Context: an optimization exercise on an open-source flow, tuned for a short achievable clock period and few clock cycles. The choices shown serve that exercise and are no tape-out recipe.
The RTL was checked by simulation tests, not by an equivalence proof against the original design.
Power figures rest on the tool's default switching activity, not on a simulated workload.

## run.sh

```bash
#!/bin/bash
# synth_recipe.tcl (not shown) runs the flow's synth.tcl, then flattens the netlist and writes it again
# the make line also repeats each setting of config.mk as NAME=value (left out here)
make -C /OpenROAD-flow-scripts/flow DESIGN_CONFIG=/design/flow/config.mk WORK_HOME=/design/flow/orfs CLKGATE_MAP_FILE= SYNTH_SCRIPT=/design/flow/synth_recipe.tcl finish
```

## design.v

```verilog
package core_pkg;
    typedef logic [32-1:0]     word_t;
    typedef logic [5-1:0] regAddr_t;
    typedef logic [4-1:0]   aluOp_t;
    typedef logic [1:0]                  fwdSel_t;
    typedef struct packed {
        logic   regWrite;
        logic   memToReg;
        logic   memWrite;
        logic   aluSrcImm;
        logic   aluSrcShamt;
        logic   regDstRd;
        logic   zeroExtend;
        logic   isBranch;
        logic   isJump;
        aluOp_t aluOp;
    } ctrl_t;
    typedef struct packed {
        ctrl_t      ctrl;
        word_t      pc;
        regAddr_t   rs;
        regAddr_t   rt;
        regAddr_t   rd;
        word_t      opA;
        word_t      opB;
        word_t      imm;
        logic [4:0] shamt;
    } idEx_t;
    typedef struct packed {
        logic     regWrite;
        logic     memToReg;
        logic     memWrite;
        regAddr_t dst;
        word_t    aluRes;
        word_t    storeData;
    } exMem_t;
    typedef struct packed {
        logic     regWrite;
        logic     memToReg;
        regAddr_t dst;
        word_t    aluRes;
        word_t    loadData;
    } memWb_t;
endpackage
`timescale 1ns/1ns
module decoder (
    input  core_pkg::word_t instr,
    output core_pkg::ctrl_t ctrl
);
    logic [5:0] opcode;
    logic [5:0] funct;
    assign opcode = instr[31:26];
    assign funct  = instr[5:0];
    always_comb begin
        ctrl = '0;
        ctrl.aluOp = 4'd0;
        case (opcode)
            6'h00: begin
                ctrl.regDstRd = 1'b1;
                ctrl.regWrite = 1'b1;
                case (funct)
                    6'h21: begin
                        ctrl.aluOp = 4'd0;
                    end
                    6'h23: begin
                        ctrl.aluOp = 4'd1;
                    end
                    6'h24: begin
                        ctrl.aluOp = 4'd2;
                    end
                    6'h25: begin
                        ctrl.aluOp = 4'd3;
                    end
                    6'h2a: begin
                        ctrl.aluOp = 4'd4;
                    end
                    6'h00: begin
                        ctrl.aluOp       = 4'd5;
                        ctrl.aluSrcShamt = 1'b1;
                    end
                    default: begin
                        ctrl.regWrite = 1'b0;
                    end
                endcase
            end
            6'h0d: begin
                ctrl.regWrite   = 1'b1;
                ctrl.aluSrcImm  = 1'b1;
                ctrl.zeroExtend = 1'b1;
                ctrl.aluOp      = 4'd3;
            end
            6'h0f: begin
                ctrl.regWrite  = 1'b1;
                ctrl.aluSrcImm = 1'b1;
                ctrl.aluOp     = 4'd6;
            end
            6'h23: begin
                ctrl.regWrite  = 1'b1;
                ctrl.memToReg  = 1'b1;
                ctrl.aluSrcImm = 1'b1;
            end
            6'h2b: begin
                ctrl.memWrite  = 1'b1;
                ctrl.aluSrcImm = 1'b1;
            end
            6'h04: begin
                ctrl.isBranch = 1'b1;
            end
            6'h02: begin
                ctrl.isJump = 1'b1;
            end
            default: begin
            end
        endcase
    end
endmodule
`timescale 1ns/1ns
module regFile (
    input  logic              clk,
    input  logic              rstN,
    input  core_pkg::regAddr_t readAddrA,
    input  core_pkg::regAddr_t readAddrB,
    input  logic              writeEn,
    input  core_pkg::regAddr_t writeAddr,
    input  core_pkg::word_t    writeData,
    output core_pkg::word_t    readDataA,
    output core_pkg::word_t    readDataB
);
    logic [31:0] regs [1:31];
    always_ff @(posedge clk or negedge rstN) begin
        if (!rstN) begin
            for (int i = 1; i < 32; i++) begin
                regs[i] <= '0;
            end
        end else if (writeEn && writeAddr != '0) begin
            regs[writeAddr] <= writeData;
        end
    end
    assign readDataA = (readAddrA == '0) ? '0 :
                       (writeEn && readAddrA == writeAddr) ? writeData : regs[readAddrA];
    assign readDataB = (readAddrB == '0) ? '0 :
                       (writeEn && readAddrB == writeAddr) ? writeData : regs[readAddrB];
endmodule
`timescale 1ns/1ns
module hazardUnit (
    input  core_pkg::regAddr_t rsD,
    input  core_pkg::regAddr_t rtD,
    input  logic              branchD,
    input  core_pkg::idEx_t    idEx,
    input  core_pkg::exMem_t   exMem,
    input  core_pkg::memWb_t   memWb,
    output core_pkg::fwdSel_t  fwdAD,
    output core_pkg::fwdSel_t  fwdBD,
    output core_pkg::fwdSel_t  fwdAE,
    output core_pkg::fwdSel_t  fwdBE,
    output logic              stall
);
    core_pkg::regAddr_t dstE;
    logic     memAluRes;
    logic     loadUse;
    logic     branchOnE;
    logic     branchOnLoadM;
    function automatic logic hits(logic wr, core_pkg::regAddr_t dst, core_pkg::regAddr_t src);
        hits = wr && dst != '0 && dst == src;
    endfunction
    function automatic core_pkg::fwdSel_t pickExec(core_pkg::regAddr_t src);
        if (hits(exMem.regWrite, exMem.dst, src)) begin
            pickExec = 2'd1;
        end else if (hits(memWb.regWrite, memWb.dst, src)) begin
            pickExec = 2'd2;
        end else begin
            pickExec = 2'd0;
        end
    endfunction
    assign dstE = idEx.ctrl.regDstRd ? idEx.rd : idEx.rt;
    assign memAluRes = exMem.regWrite && !exMem.memToReg;
    assign fwdAD = hits(memAluRes, exMem.dst, rsD) ? 2'd1 : 2'd0;
    assign fwdBD = hits(memAluRes, exMem.dst, rtD) ? 2'd1 : 2'd0;
    always_comb begin
        fwdAE = pickExec(idEx.rs);
        fwdBE = pickExec(idEx.rt);
    end
    assign loadUse = idEx.ctrl.memToReg &&
                     (hits(1'b1, dstE, rsD) || hits(1'b1, dstE, rtD));
    assign branchOnE = branchD &&
                       (hits(idEx.ctrl.regWrite, dstE, rsD) ||
                        hits(idEx.ctrl.regWrite, dstE, rtD));
    assign branchOnLoadM = branchD && exMem.memToReg &&
                           (hits(exMem.regWrite, exMem.dst, rsD) ||
                            hits(exMem.regWrite, exMem.dst, rtD));
    assign stall = loadUse || branchOnE || branchOnLoadM;
endmodule
`timescale 1ns/1ns
module alu (
    input  core_pkg::word_t  srcA,
    input  core_pkg::word_t  srcB,
    input  logic [4:0]       shamt,
    input  core_pkg::aluOp_t aluOp,
    output core_pkg::word_t  result
);
    logic lessThan;
    assign lessThan = $signed(srcA) < $signed(srcB);
    always_comb begin
        case (aluOp)
            4'd0: result = srcA + srcB;
            4'd1: result = srcA - srcB;
            4'd2: result = srcA & srcB;
            4'd3:  result = srcA | srcB;
            4'd4: result = core_pkg::word_t'(lessThan);
            4'd5: result = srcB << shamt;
            4'd6: result = {srcB[15:0], 16'h0000};
            default:       result = '0;
        endcase
    end
endmodule
`timescale 1ns/1ns
module core (
    input  logic            clk,
    input  logic            rstN,
    output core_pkg::word_t instrAddr,
    input  core_pkg::word_t instrData,
    output core_pkg::word_t prAddr,
    output core_pkg::word_t prWd,
    output logic            prWe,
    input  core_pkg::word_t prRd
);
    core_pkg::word_t      pcF;
    core_pkg::word_t      pcNext;
    core_pkg::word_t      instrD;
    core_pkg::word_t      pcD;
    core_pkg::word_t      pcPlus4D;
    core_pkg::ctrl_t      ctrlD;
    core_pkg::regAddr_t   rsD;
    core_pkg::regAddr_t   rtD;
    core_pkg::regAddr_t   rdD;
    core_pkg::word_t      immD;
    core_pkg::word_t      rfA;
    core_pkg::word_t      rfB;
    core_pkg::word_t      opAD;
    core_pkg::word_t      opBD;
    core_pkg::word_t      branchTarget;
    core_pkg::word_t      jumpTarget;
    logic       takeBranch;
    logic       stall;
    core_pkg::fwdSel_t    fwdAD;
    core_pkg::fwdSel_t    fwdBD;
    core_pkg::fwdSel_t    fwdAE;
    core_pkg::fwdSel_t    fwdBE;
    core_pkg::idEx_t      idEx;
    core_pkg::exMem_t     exMem;
    core_pkg::memWb_t     memWb;
    core_pkg::word_t      srcAE;
    core_pkg::word_t      rtValE;
    core_pkg::word_t      srcBE;
    core_pkg::word_t      aluResE;
    core_pkg::regAddr_t   dstE;
    logic [4:0] shamtE;
    core_pkg::word_t      wbData;
    function automatic core_pkg::word_t pickOperand(core_pkg::fwdSel_t sel, core_pkg::word_t regVal, core_pkg::word_t memVal,
                                          core_pkg::word_t wbVal);
        case (sel)
            2'd1: pickOperand = memVal;
            2'd2:  pickOperand = wbVal;
            default:       pickOperand = regVal;
        endcase
    endfunction
    assign instrAddr = pcF;
    assign pcNext    = ctrlD.isJump ? jumpTarget :
                       takeBranch   ? branchTarget : pcF + 32'd4;
    always_ff @(posedge clk or negedge rstN) begin
        if (!rstN) begin
            pcF <= 32'h0000_3000;
        end else if (!stall) begin
            pcF <= pcNext;
        end
    end
    always_ff @(posedge clk or negedge rstN) begin
        if (!rstN) begin
            instrD <= '0;
            pcD    <= '0;
        end else if (!stall) begin
            instrD <= instrData;
            pcD    <= pcF;
        end
    end
    assign rsD      = instrD[25:21];
    assign rtD      = instrD[20:16];
    assign rdD      = instrD[15:11];
    assign pcPlus4D = pcD + 32'd4;
    assign immD     = ctrlD.zeroExtend ? {16'h0000, instrD[15:0]} :
                                         {{16{instrD[15]}}, instrD[15:0]};
    decoder decodeUnit (
        .instr(instrD),
        .ctrl (ctrlD)
    );
    regFile regs (
        .clk      (clk),
        .rstN     (rstN),
        .readAddrA(rsD),
        .readAddrB(rtD),
        .writeEn  (memWb.regWrite),
        .writeAddr(memWb.dst),
        .writeData(wbData),
        .readDataA(rfA),
        .readDataB(rfB)
    );
    assign opAD = pickOperand(fwdAD, rfA, exMem.aluRes, wbData);
    assign opBD = pickOperand(fwdBD, rfB, exMem.aluRes, wbData);
    assign takeBranch   = ctrlD.isBranch && (opAD == opBD);
    assign branchTarget = pcPlus4D + {immD[29:0], 2'b00};
    assign jumpTarget   = {pcPlus4D[31:28], instrD[25:0], 2'b00};
    hazardUnit hazards (
        .rsD    (rsD),
        .rtD    (rtD),
        .branchD(ctrlD.isBranch),
        .idEx   (idEx),
        .exMem  (exMem),
        .memWb  (memWb),
        .fwdAD  (fwdAD),
        .fwdBD  (fwdBD),
        .fwdAE  (fwdAE),
        .fwdBE  (fwdBE),
        .stall  (stall)
    );
    always_ff @(posedge clk or negedge rstN) begin
        if (!rstN) begin
            idEx <= '0;
        end else if (stall) begin
            idEx <= '0;
        end else begin
            idEx.ctrl  <= ctrlD;
            idEx.pc    <= pcD;
            idEx.rs    <= rsD;
            idEx.rt    <= rtD;
            idEx.rd    <= rdD;
            idEx.opA   <= opAD;
            idEx.opB   <= opBD;
            idEx.imm   <= immD;
            idEx.shamt <= instrD[10:6];
        end
    end
    assign srcAE  = pickOperand(fwdAE, idEx.opA, exMem.aluRes, wbData);
    assign rtValE = pickOperand(fwdBE, idEx.opB, exMem.aluRes, wbData);
    assign srcBE  = idEx.ctrl.aluSrcImm ? idEx.imm : rtValE;
    assign shamtE = idEx.ctrl.aluSrcShamt ? idEx.shamt : 5'd0;
    assign dstE   = idEx.ctrl.regDstRd ? idEx.rd : idEx.rt;
    alu aluUnit (
        .srcA  (srcAE),
        .srcB  (srcBE),
        .shamt (shamtE),
        .aluOp (idEx.ctrl.aluOp),
        .result(aluResE)
    );
    always_ff @(posedge clk or negedge rstN) begin
        if (!rstN) begin
            exMem <= '0;
        end else begin
            exMem.regWrite  <= idEx.ctrl.regWrite;
            exMem.memToReg  <= idEx.ctrl.memToReg;
            exMem.memWrite  <= idEx.ctrl.memWrite;
            exMem.dst       <= dstE;
            exMem.aluRes    <= aluResE;
            exMem.storeData <= rtValE;
        end
    end
    assign prAddr = exMem.aluRes;
    assign prWd   = exMem.storeData;
    assign prWe   = exMem.memWrite;
    always_ff @(posedge clk or negedge rstN) begin
        if (!rstN) begin
            memWb <= '0;
        end else begin
            memWb.regWrite <= exMem.regWrite;
            memWb.memToReg <= exMem.memToReg;
            memWb.dst      <= exMem.dst;
            memWb.aluRes   <= exMem.aluRes;
            memWb.loadData <= prRd;
        end
    end
    assign wbData = memWb.memToReg ? memWb.loadData : memWb.aluRes;
endmodule
```

## constraint.sdc

```tcl
create_clock -name core_clock -period 7.5 [get_ports {clk}]
set_input_delay 1.5000 -clock core_clock [delete_from_list [all_inputs] [get_ports {clk}]]
set_output_delay 1.5000 -clock core_clock [all_outputs]
set_load 0.01 [all_outputs]
```

## config.mk

```make
export PLATFORM = sky130hd
export DESIGN_NAME = core
export DESIGN_NICKNAME = core
export VERILOG_FILES = /design/flow/design.v
export SDC_FILE = /design/flow/constraint.sdc
export NUM_CORES = 8
export LEC_CHECK = 0
export CAP_MARGIN = 20
export CORE_MARGIN = 2
export CORE_UTILIZATION = 30
export SLEW_MARGIN = 20
```

==> summary.txt <==
Synthesis
  • Unique cell type count in the Yosys netlist: between 80 and 90
  • Synth Area in Compound Gates: a little under a quarter
  • Net Count, Synth: about 8300
  • Ys Warns: 6
  • Multiplexer share of the synthesized area: 3.67%
  • Adder-Cell Fraction of Synth Area: 2.35%
  • Post-synthesis simple-gate area fraction: 17.5%
  • Area contributors post-synth: dfrtp_1 (46%), a22oi_1 (6.5%), a21oi_1 (5.3%)
  • Synth Register Bits: 1331
  • Post-Synth XOR/XNOR Area: around 2.3%
  • Cells after Synth: 8148
  • Netlist Area Pre-Place: 0.0723 sq mm
  • Cell taking the most area after synthesis: dfrtp_1
  • Post-synthesis sequential area ratio: 46.1%
  • EDFF count, synth: 0
  • Main combinational cell family by area after synthesis: compound AO/OA/AOI/OAI gates
  • Most used DFF post-synth: dfrtp_1
  • Synth top area share: about 46%
  • Post-synth ARST share: 100%
  • Avg Inst Size Synth: roughly 8.9 sq um

Clocking
  • CTS tree: yes
  • Clock buffer depth: 3
  • Number of setup buffers added after CTS: 0
  • Clock transition at path regs: 0.06 ns
  • Root Buffer: clkbuf_16
  • Post-cts resize count: 0
  • Total CTS buffers: approximately 160
  • # clock sinks: 1331
  • Clk Latency, worst-skew pair: 0.90 ns
  • Htree depth: 4
  • Hold buffer count at CTS: 0

STA
  • Setup TNS: 0 ns
  • RSZ-0062 raised after global routing: no
  • Post-route clock skew: 0.0771 ns
  • Tightest Pin Transition: 1.36 ns
  • Max Slew Vio Count: 0
  • Final hold violation count: 0
  • Final hold slack: 0.338 ns
  • Setup violations, final: 0
  • Period utilization: 89.0%
  • Max-slew headroom: 9.41%
  • Fmax: 150 MHz
  • Post-route minimum period: 6.68 ns

Detailed routing
  • Routed WL per cell: 35.2 um
  • DR DRC count: 0
  • Post-DRT Antenna Nets: 0
  • Initial DRC Count: 15600
  • Via density: around 6.5
  • Vias: approximately 75000
  • TritonRoute pass-1 iters: 22
  • WL final: 401 mm

Status
  • Status: no timing/DRC/antenna violations

Setup path
  • Reg2reg end: pcF[30]
  • WS Path Type: flop to flop
  • Startpoint type of the worst setup path: flop
  • Critical Path RT: 8.26 ns
  • Reg2Reg Depth: 13
  • Data arrival, critical path: 7.43 ns
  • RR Startpoint: instrD[20]
  • Crit end category: flop
  • CP Max Fanout: 28
  • Reg-to-reg slack, setup: 0.82 ns

Die
  • Num rows: 180
  • Die width: ~500 um
  • Initial Util: a little under a third
  • IO Count: 163
  • Core area: ~0.24 sq mm
  • Die span in y: 495 um
  • Die footprint: 0.245 sq mm

GRT
  • Largest net degree at the start of global routing: 170
  • First-pass GRT wire length: 549 mm
  • Vias in the first global route: 68300
  • GRT Residual Overflow: 0
  • GRT Util Overall: a little under a third
  • Antenna violations before repair: 53

Pwr
  • Static Leak: 37.0 nW
  • VDD IR max: about 0.2 mV
  • Final Power: 20.3 mW
  • Pwr per Cell Area: 241 mW/mm^2

Place
  • DP Cell Count: 11000
  • Routability cong.: 1.04
  • Dpl hpwl: 260 mm
  • Placed inst area: 0.0785 sq mm
  • Port bufs: 162

Layout
  • Non-filler cells, final: 11400
  • Most frequent cells in the layout: dfrtp_1 (1319), nor2_1 (821), nand2_1 (774)
  • Most common cell after layout, fill and taps aside: dfrtp_1
  • Design area: 0.0844 sq mm
  • Fin nets: 8217
  • Number of fill cells: about 24000
  • Layout cells sized above 1: 11.2%
  • Area growth from synthesis to layout: 16.8%

Worst hold path
  • Min-delay src: idEx[158]
  • Worst Hold Path EP: exMem[69]
  • Hold Path Cell Cnt: 0
  • Type of the worst min-delay path: flop to flop

Job
  • Max cap viols: 0
==> critical path, cell delays in order, from the launching register on <==
cell	delay, ns
dfrtp_2	0.91
or3b_2	0.41
nor2_2	0.30
buf_4	0.42
a2111oi_0	0.61
nand3_1	0.20
nor4_2	0.94
o221ai_1	0.37
xor2_1	0.58
nand4b_1	0.19
nor4_1	0.32
nand4_1	0.54
and3_1	0.45
o41ai_2	0.26
==> synthesized netlist by cell type, drive strengths merged, types with 66 or more instances <==
library cell	instances
dfrtp	1329
nor2	895
nand2	781
a21oi	768
o21ai	679
a22oi	625
clkbuf	610
and3	353
nand3	171
buf	161
inv	157
nand4	157
mux2i	146
ha	131
xnor2	123
a2111oi	103
mux2	96
xor2	70
nor4	66
==> how the worst max path moves through the flow <==
stage | slack (ns) | to | from
after floorplan | 2.01 | exMem[63] | memWb[67]
after global placement | 0.72 | exMem[62] | exMem[66]
after detailed placement | 0.97 | exMem[62] | exMem[66]
after CTS | 0.95 | exMem[62] | exMem[66]
after global routing | 0.49 | exMem[62] | exMem[65]
final | 0.82 | pcF[30] | instrD[20]
==> report_power, final <==
group          internal [mW]  total, mW  switching [mW]
clock                   4.94       8.43            3.49
combinational           1.21       3.45            2.24
sequential              7.69       8.45           0.761
==> through the flow <==
step / setup slack [ns] / utilization, %
2_1_floorplan: 2.01 / -
3_3_place_gp: 0.721 / 32.6
3_5_place_dp: 0.970 / 32.7
4_1_cts: 0.946 / 35.0
5_1_grt: 0.488 / 35.1
6_report: 0.825 / 35.2
==> cells by family (layout without fill, tap and decap cells) <==
family,Yosys count,after routing
mux,247,247
xor+xnor,193,193
fa+ha+maj,134,134
buf+inv,929,928
flops,1331,1331
simple gates,2707,2707
other cells,0,56
compound gates,2607,2607
==> layer usage <==
metal | vias to the layer above | GRT usage [%] | routed length (um)
met1 | 36200 | 40.1 | 150000
met4 | 34 | 22.1 | 37300
met3 | 2192 | 13.9 | 58100
met5 | - | 0.489 | 363
met2 | 6828 | 42.6 | 155000
li1 | 29300 | - | -
==> registers in the layout, indices dropped and copies added (netlist names) <==
signal,count
exMem,72
idEx,100
instrD,32
memWb,71
pcD,32
pcF,32
regs.regs,992
==> layout make-up <==
class	instances	area, sq um	area share [%]
Sequential cell	1331	33300	39.5
Clock buffer	225	4610	5.46
Timing Repair Buffer	482	4370	5.17
Clock inverter	63	996	1.18
Inverter	158	593	0.703
Tap cell	3185	3990	4.72
Multi-Input combinational cell	5888	36400	43.1
Antenna cell	56	140	0.166
Testbench counts, summed over its fixed seeds: cycles 52,178.

==> port drivers added, routing unchanged <==
How much do the figures lean on ideal ports? The routed layout below was timed once more, with nothing changed but the port constraints. Step 1 assumes that a clkbuf_16 drives the clock port and a buf_2 every other input. Step 2 also shifts input and output timing later by t, the mid clock arrival at the registers, as if the neighbouring blocks saw the same clock. Slacks: no drivers / after step 1 / after step 2; pairs: no drivers / after step 1.
shift t [ns]: 0.953
slack for setup (ns): 0.825 / 0.825 / 0.825
clock arrival spread, ns: 0.078 / 0.078
cell pins on the clock port's net: 1
After both steps this run still meets setup and hold. For this run, drivers alone change the setup slack by 0.000 ns; drivers and shift together by 0.000 ns.
